Context: an optimization exercise on an open-source flow, tuned for small area. The choices shown serve that exercise and are no tape-out recipe. In this exercise RTL edits were held to simulation tests only and were not proved equivalent to the original. The flow treats the clock pin as an ideal source, which a real chip does not have. No activity file was given, so power comes from the tool's default toggle rates.

// dbg_top
module dbg_top (
    input  logic              clk,
    input  logic              clr_mcu_reset,
    input  logic              srx,
    output logic              stx,
    output logic              mcu_reset,
    output logic              cu_pause,
    input  logic              cu_pausable,
    input  logic              cu_paused,
    output logic [31:0]       mem_req_addr,
    output logic [31:0]       mem_req_din,
    output logic              mem_req_en,
    output logic              mem_req_we,
    input  logic [31:0]       mem_dout,
    input  logic [31:0]       pc_next
);
    localparam logic [1:0] RX_IDLE = 2'd0, RX_START = 2'd1, RX_DATA = 2'd2, RX_STOP = 2'd3;
    logic        srx_meta, srx_sync;
    logic [1:0]  rx_state;
    logic [10:0] rx_cnt;
    logic [2:0]  rx_bit;
    logic [1:0]  rx_byte;
    logic        rx_ready;
    logic [31:0] rx_sr;
    logic [31:0] rx_word;
    assign rx_word = {rx_sr[7:0], rx_sr[15:8], rx_sr[23:16], rx_sr[31:24]};
    logic [10:0] rx_cnt_inc;
    logic rx_half, rx_full, rx_gap;
    assign rx_cnt_inc = {rx_cnt[9:0], ~(rx_cnt[10] ^ rx_cnt[7])};
    assign rx_half = rx_cnt[10] & !rx_cnt[9] & rx_cnt[0];                             
    assign rx_full = rx_cnt[9] & rx_cnt[5] & rx_cnt[2] & rx_cnt[0];                   
    assign rx_gap  = !rx_cnt[9] & !rx_cnt[8] & rx_cnt[7] & !rx_cnt[6] & !rx_cnt[5] &
                     !rx_cnt[4] & !rx_cnt[2] & rx_cnt[1] & !rx_cnt[0];                
    always_ff @(posedge clk) begin
        if (clr_mcu_reset) begin
            srx_meta <= 1'b1;
            srx_sync <= 1'b1;
        end else begin
            srx_meta <= srx;
            srx_sync <= srx_meta;
        end
    end
    always_ff @(posedge clk) begin
        if (clr_mcu_reset) begin
            rx_state <= RX_IDLE;
            rx_cnt <= '0;
            rx_bit <= '0;
            rx_byte <= '0;
            rx_ready <= 1'b0;
        end else begin
            rx_ready <= 1'b0;
            case (rx_state)
  ...
For scale: roughly 1400 cells after synthesis, about 420 flip-flops, roughly 140 I/O pins, ~19000 um2 of cells after synthesis.
export LEC_CHECK = 0
export CAP_MARGIN = 20
export CORE_MARGIN = 2
export CORE_UTILIZATION = 40
export SLEW_MARGIN = 20
create_clock -name core_clock -period 10.0 [get_ports {clk}]
standard.sh (not shown) runs the stock make flow with config.mk's settings and CLKGATE_MAP_FILE= SYNTH_SCRIPT=/design/flow/synth_recipe.tcl, a recipe that flattens the netlist after the stock synthesis.
==> flow/flow/run.sh <==
#!/bin/bash
# The standard layout, with two changes:
#  - ports are buffered with buf_1 instead of the delay buffer buffer_ports picks;
#  - the clock tree uses no dummy loads, and its buffer type and clustering are
#    picked by trying a few settings on the placed design (flow/cts_eval.tcl)
#    and keeping the one with the least buffer area whose estimated flip-flop
#    clock slew stays under 100 ps.
set -euo pipefail
export BUFFER_PORTS_ARGS="-buffer_cell sky130_fd_sc_hd__buf_1"
bash standard.sh synth floorplan place > flow_place.log 2>&1

export PLATFORM_DIR=$FLOW_HOME/platforms/sky130hd
export RES=$PWD/orfs/results/sky130hd/dbg_top/base
base="-sink_clustering_enable -repair_clock_nets -dont_use_dummy_load"
cands=(
  "$base -buf_list sky130_fd_sc_hd__clkbuf_8"
  "$base -buf_list sky130_fd_sc_hd__clkbuf_2"
  "$base -buf_list sky130_fd_sc_hd__clkbuf_4"
  "$base -buf_list sky130_fd_sc_hd__clkbuf_8 -sink_clustering_size 30 -sink_clustering_max_diameter 50"
  "$base -buf_list sky130_fd_sc_hd__clkbuf_16 -sink_clustering_size 30 -sink_clustering_max_diameter 80"
  "$base -buf_list sky130_fd_sc_hd__clkbuf_16 -sink_clustering_size 40 -sink_clustering_max_diameter 100"
  "$base -buf_list sky130_fd_sc_hd__clkbuf_4 -sink_clustering_size 30 -sink_clustering_max_diameter 30"
  "$base -buf_list sky130_fd_sc_hd__clkbuf_8 -sink_clustering_size 30 -sink_clustering_max_diameter 45"
)
for i in "${!cands[@]}"; do
  CTS_TRY="${cands[$i]}" openroad -no_init -exit flow/cts_eval.tcl > cts_eval_$i.log 2>&1 &
  if (( (i + 1) % 4 == 0 )); then wait; fi
done
wait
best=0; best_area=1e9
for i in "${!cands[@]}"; do
  read -r area slew < <(grep '^CTS_EVAL' cts_eval_$i.log | awk '{print $2, $3}') || continue
  echo "candidate $i: area $area slew $slew: ${cands[$i]}" >> cts_choice.log
  if awk -v s="$slew" -v a="$area" -v b="$best_area" 'BEGIN{exit !(s < 0.100 && a < b)}'; then
    best=$i; best_area=$area
  fi
done
echo "chosen $best" >> cts_choice.log
export CTS_ARGS="${cands[$best]}"
bash standard.sh > flow_finish.log 2>&1
Other scripts of this flow, unchanged in this note and not shown: flow/flow/cts_eval.tcl
The baseline finished clean.
==> next run, changes <==
--- a/flow/flow/run.sh
+++ b/flow/flow/run.sh
@@ -2,6 +1,0 @@
-# The standard layout, with two changes:
-#  - ports are buffered with buf_1 instead of the delay buffer buffer_ports picks;
-#  - the clock tree uses no dummy loads, and its buffer type and clustering are
-#    picked by trying a few settings on the placed design (flow/cts_eval.tcl)
-#    and keeping the one with the least buffer area whose estimated flip-flop
-#    clock slew stays under 100 ps.
@@ -34 +28 @@
-  if awk -v s="$slew" -v a="$area" -v b="$best_area" 'BEGIN{exit !(s < 0.100 && a < b)}'; then
+  if awk -v s="$slew" -v a="$area" -v b="$best_area" 'BEGIN{exit !(s < 0.112 && a < b)}'; then
The changed run completed with no timing, DRC or antenna violations.
Worst hold slack got worse by 15 ps.
Global-route usage rose by 0.28 points.
Design area fell slightly.
Power fell by a few percent.
Maximum frequency stays flat.
Setup slack got worse by 5.2 ps.
Utilization fell by 0.27 points.
First-iteration DRC count rose by a few percent.
Clock-buffer cell count rose by 59.
Sequential cell count does not change.
Combinational power hardly moves.


dbg_top, a different RTL version from the one above (not shown whole).
Design dbg_top, start of the top module:
module dbg_top (
    input  logic              clk,
    input  logic              clr_mcu_reset,
    input  logic              srx,
    output logic              stx,
    output logic              mcu_reset,
    output logic              cu_pause,
    input  logic              cu_pausable,
    input  logic              cu_paused,
    output logic [31:0]       mem_req_addr,
    output logic [31:0]       mem_req_din,
    output logic              mem_req_en,
    output logic              mem_req_we,
    input  logic [31:0]       mem_dout,
    input  logic [31:0]       pc_next
);
    localparam logic [1:0] RX_IDLE = 2'd0, RX_START = 2'd1, RX_DATA = 2'd2, RX_STOP = 2'd3;
    logic        srx_meta, srx_sync;
    logic [1:0]  rx_state;
    logic [10:0] rx_cnt;
    logic [2:0]  rx_bit;
    logic [1:0]  rx_byte;
    logic        rx_ready;
    logic [31:0] rx_sr;
    logic [31:0] rx_word;
    assign rx_word = {rx_sr[7:0], rx_sr[15:8], rx_sr[23:16], rx_sr[31:24]};
    logic [10:0] rx_cnt_inc;
    logic rx_half, rx_full, rx_gap;
    assign rx_cnt_inc = {rx_cnt[9:0], ~(rx_cnt[10] ^ rx_cnt[7])};
    assign rx_half = rx_cnt[10] & !rx_cnt[9] & rx_cnt[0];                             
  ...
==> flow/config.mk <==
export PLATFORM = sky130hd
export DESIGN_NAME = dbg_top
export DESIGN_NICKNAME = dbg_top
export VERILOG_FILES = /design/flow/design.v
export SDC_FILE = /design/flow/constraint.sdc
export NUM_CORES = 4
export LEC_CHECK = 0
export CAP_MARGIN = 20
export CORE_MARGIN = 2
export CORE_UTILIZATION = 60
export GPL_TIMING_DRIVEN = 0
export SLEW_MARGIN = 20
export SYNTH_HIERARCHICAL = 1
==> flow/constraint.sdc <==
create_clock -name core_clock -period 10.0 [get_ports {clk}]
set_input_delay 2.0000 -clock core_clock [delete_from_list [all_inputs] [get_ports {clk}]]
set_output_delay 2.0000 -clock core_clock [all_outputs]
set_load 0.01 [all_outputs]
==> flow/flow/run.sh <==
#!/bin/bash
# The standard layout (standard.sh), with these changes:
#  - ports are buffered with buf_1 instead of the delay buffer buffer_ports picks;
set -euo pipefail
export BUFFER_PORTS_ARGS="-buffer_cell sky130_fd_sc_hd__buf_1"
RES=$PWD/orfs/results/sky130hd/dbg_top/base
LOGS=$PWD/orfs/logs/sky130hd/dbg_top/base

bash standard.sh synth > flow_synth_std.log 2>&1
cp "$RES/1_2_yosys.v" std_1_2_yosys.v
cp "$LOGS/1_2_yosys.log" std_1_2_yosys.log

sed "s|  log_cmd abc {\*}\$abc_args|  source $PWD/flow/abc_pick.tcl|" \
  "$FLOW_HOME/scripts/synth.tcl" > own_synth_core.tcl
sed "s|source \$::env(SCRIPTS_DIR)/synth.tcl|source $PWD/own_synth_core.tcl|" \
  synth_recipe.tcl > own_synth.tcl
own_ok=0
if grep -q abc_pick.tcl own_synth_core.tcl && grep -q own_synth_core.tcl own_synth.tcl; then
  mk=$(grep '^make ' standard.sh | sed "s|SYNTH_SCRIPT=[^ ]*|SYNTH_SCRIPT=$PWD/own_synth.tcl|; s|\"\${@:-finish}\"|do-yosys|")
  if eval "$mk" > flow_synth_own.log 2>&1; then
    own_ok=1
  fi
fi
regs() { awk '$1 ~ /^sky130_fd_sc_hd__(s?e?df|dl[rx]|s?dlclkp)/ {print $1, $2}' "$1" | sort; }
if [[ $own_ok == 1 ]] && [[ -s "$RES/1_2_yosys.v" ]] &&
   cmp -s <(regs std_1_2_yosys.v) <(regs "$RES/1_2_yosys.v") &&
   [[ $(regs std_1_2_yosys.v | wc -l) -gt 0 ]]; then
  echo "own synthesis kept" > synth_choice.log
  cp "$LOGS/1_2_yosys.log" own_1_2_yosys.log
else
  echo "own synthesis dropped, standard netlist restored" > synth_choice.log
  cp std_1_2_yosys.v "$RES/1_2_yosys.v"
fi
touch "$RES/1_2_yosys.v"

bash standard.sh floorplan place > flow_place.log 2>&1

export PLATFORM_DIR=$FLOW_HOME/platforms/sky130hd
export RES
base="-sink_clustering_enable -repair_clock_nets -dont_use_dummy_load"
cands=(
  "$base -buf_list sky130_fd_sc_hd__clkbuf_8"
  "$base -buf_list sky130_fd_sc_hd__clkbuf_2"
  "$base -buf_list sky130_fd_sc_hd__clkbuf_4"
  "$base -buf_list sky130_fd_sc_hd__clkbuf_8 -sink_clustering_size 30 -sink_clustering_max_diameter 50"
  "$base -buf_list sky130_fd_sc_hd__clkbuf_16 -sink_clustering_size 30 -sink_clustering_max_diameter 80"
  "$base -buf_list sky130_fd_sc_hd__clkbuf_16 -sink_clustering_size 40 -sink_clustering_max_diameter 100"
  "$base -buf_list sky130_fd_sc_hd__clkbuf_4 -sink_clustering_size 30 -sink_clustering_max_diameter 30"
  "$base -buf_list sky130_fd_sc_hd__clkbuf_8 -sink_clustering_size 30 -sink_clustering_max_diameter 45"
)
for i in "${!cands[@]}"; do
  CTS_TRY="${cands[$i]}" openroad -no_init -exit flow/cts_eval.tcl > cts_eval_$i.log 2>&1 &
  if (( (i + 1) % 4 == 0 )); then wait; fi
done
wait
best=0; best_area=1e9
for i in "${!cands[@]}"; do
  read -r area slew < <(grep '^CTS_EVAL' cts_eval_$i.log | awk '{print $2, $3}') || continue
  echo "candidate $i: area $area slew $slew: ${cands[$i]}" >> cts_choice.log
  if awk -v s="$slew" -v a="$area" -v b="$best_area" 'BEGIN{exit !(s < 0.112 && a < b)}'; then
    best=$i; best_area=$area
  fi
done
echo "chosen $best" >> cts_choice.log
export CTS_ARGS="${cands[$best]}"
bash standard.sh > flow_finish.log 2>&1
Other scripts of this flow, unchanged in this note and not shown: flow/flow/abc_nf_a.script, flow/flow/abc_nf_b.script, flow/flow/abc_nf_c.script, flow/flow/abc_pick.tcl, flow/flow/cts_eval.tcl
The first run ran to the end with no violations.
Rerun with:
Settings changed: CORE_UTILIZATION 60 to 40, GPL_TIMING_DRIVEN 0 to unset.
Outcome: Routed wire length came out higher by 16%. Total power came out higher by 2.1%. Hold slack improves by 0.051 ns. Global-route usage fell by 7.7 points. Synthesized cell count does not change. Clock-buffer cell count grows by 8.
Rerun with:
Settings changed: GPL_TIMING_DRIVEN set to 0.
Combinational power is about the same; maximum frequency fell by 2.7%; worst setup slack got worse by 0.22 ns; sequential power stays flat; cell area fell by 1.0%; clock power fell by 2.5%; global-route usage fell by 2.1 points; worst hold slack got worse by 0.0090 ns; clock-buffer cell count fell by 3; total power fell by 0.88%.
Rerun with:
Settings changed: CAP_MARGIN 20 to 5, GPL_TIMING_DRIVEN 0 to unset, SLEW_MARGIN 20 to 5.
Outcome:
- The new run completed without violations
- sequential share of layout area decreases by 0.64 points
- cell count climbs by a few percent
- first-iteration DRC count is lower by a few percent
- total power grows slightly
- non-clock buffer count came out higher by 37
- global-route usage increases by 2.1 points

-- re-timing with driven ports --
In the flow no input, the clock included, has a driving cell. The finished layouts below were timed again as built, in two steps.
Step 1 (the two cells are an assumption about what drives the block):
set clk [get_ports {clk}]
set_driving_cell -lib_cell sky130_fd_sc_hd__clkbuf_16 $clk
set_driving_cell -lib_cell sky130_fd_sc_hd__buf_2 [delete_from_list [all_inputs] $clk]
Step 2 moves the port delays by t, midway between the first and last clock arrival at a register: inputs arrive t later, outputs are due t later. That takes back most of the time a late clock gives input paths.
Slacks: ideal / step 1 / step 2; pairs: ideal / step 1.
run | t, ns | slack for setup (ns) | hold slack, ns | slew at the worst register clock pin (ns)
the first run of note 1 | 0.671 | 3.262 / 3.228 / 3.228 | 0.408 / 0.408 / 0.408 | 0.10 / 0.10
the second run of note 1 | 1.085 | 3.257 / 3.223 / 3.223 | 0.393 / 0.393 / 0.393 | 0.11 / 0.11
the first run of note 2 | 0.932 | 1.930 / 1.903 / 1.903 | 0.374 / 0.374 / 0.374 | 0.11 / 0.11
the second run of note 2 | 1.099 | 1.901 / 1.867 / 1.867 | 0.425 / 0.425 / 0.425 | 0.11 / 0.11
the third run of note 2 | 1.086 | 1.678 / 1.647 / 1.647 | 0.416 / 0.416 / 0.416 | 0.11 / 0.11
the fourth run of note 2 | 1.099 | 1.897 / 1.863 / 1.863 | 0.425 / 0.425 / 0.425 | 0.11 / 0.11
After both steps setup and hold are still met in every run listed.
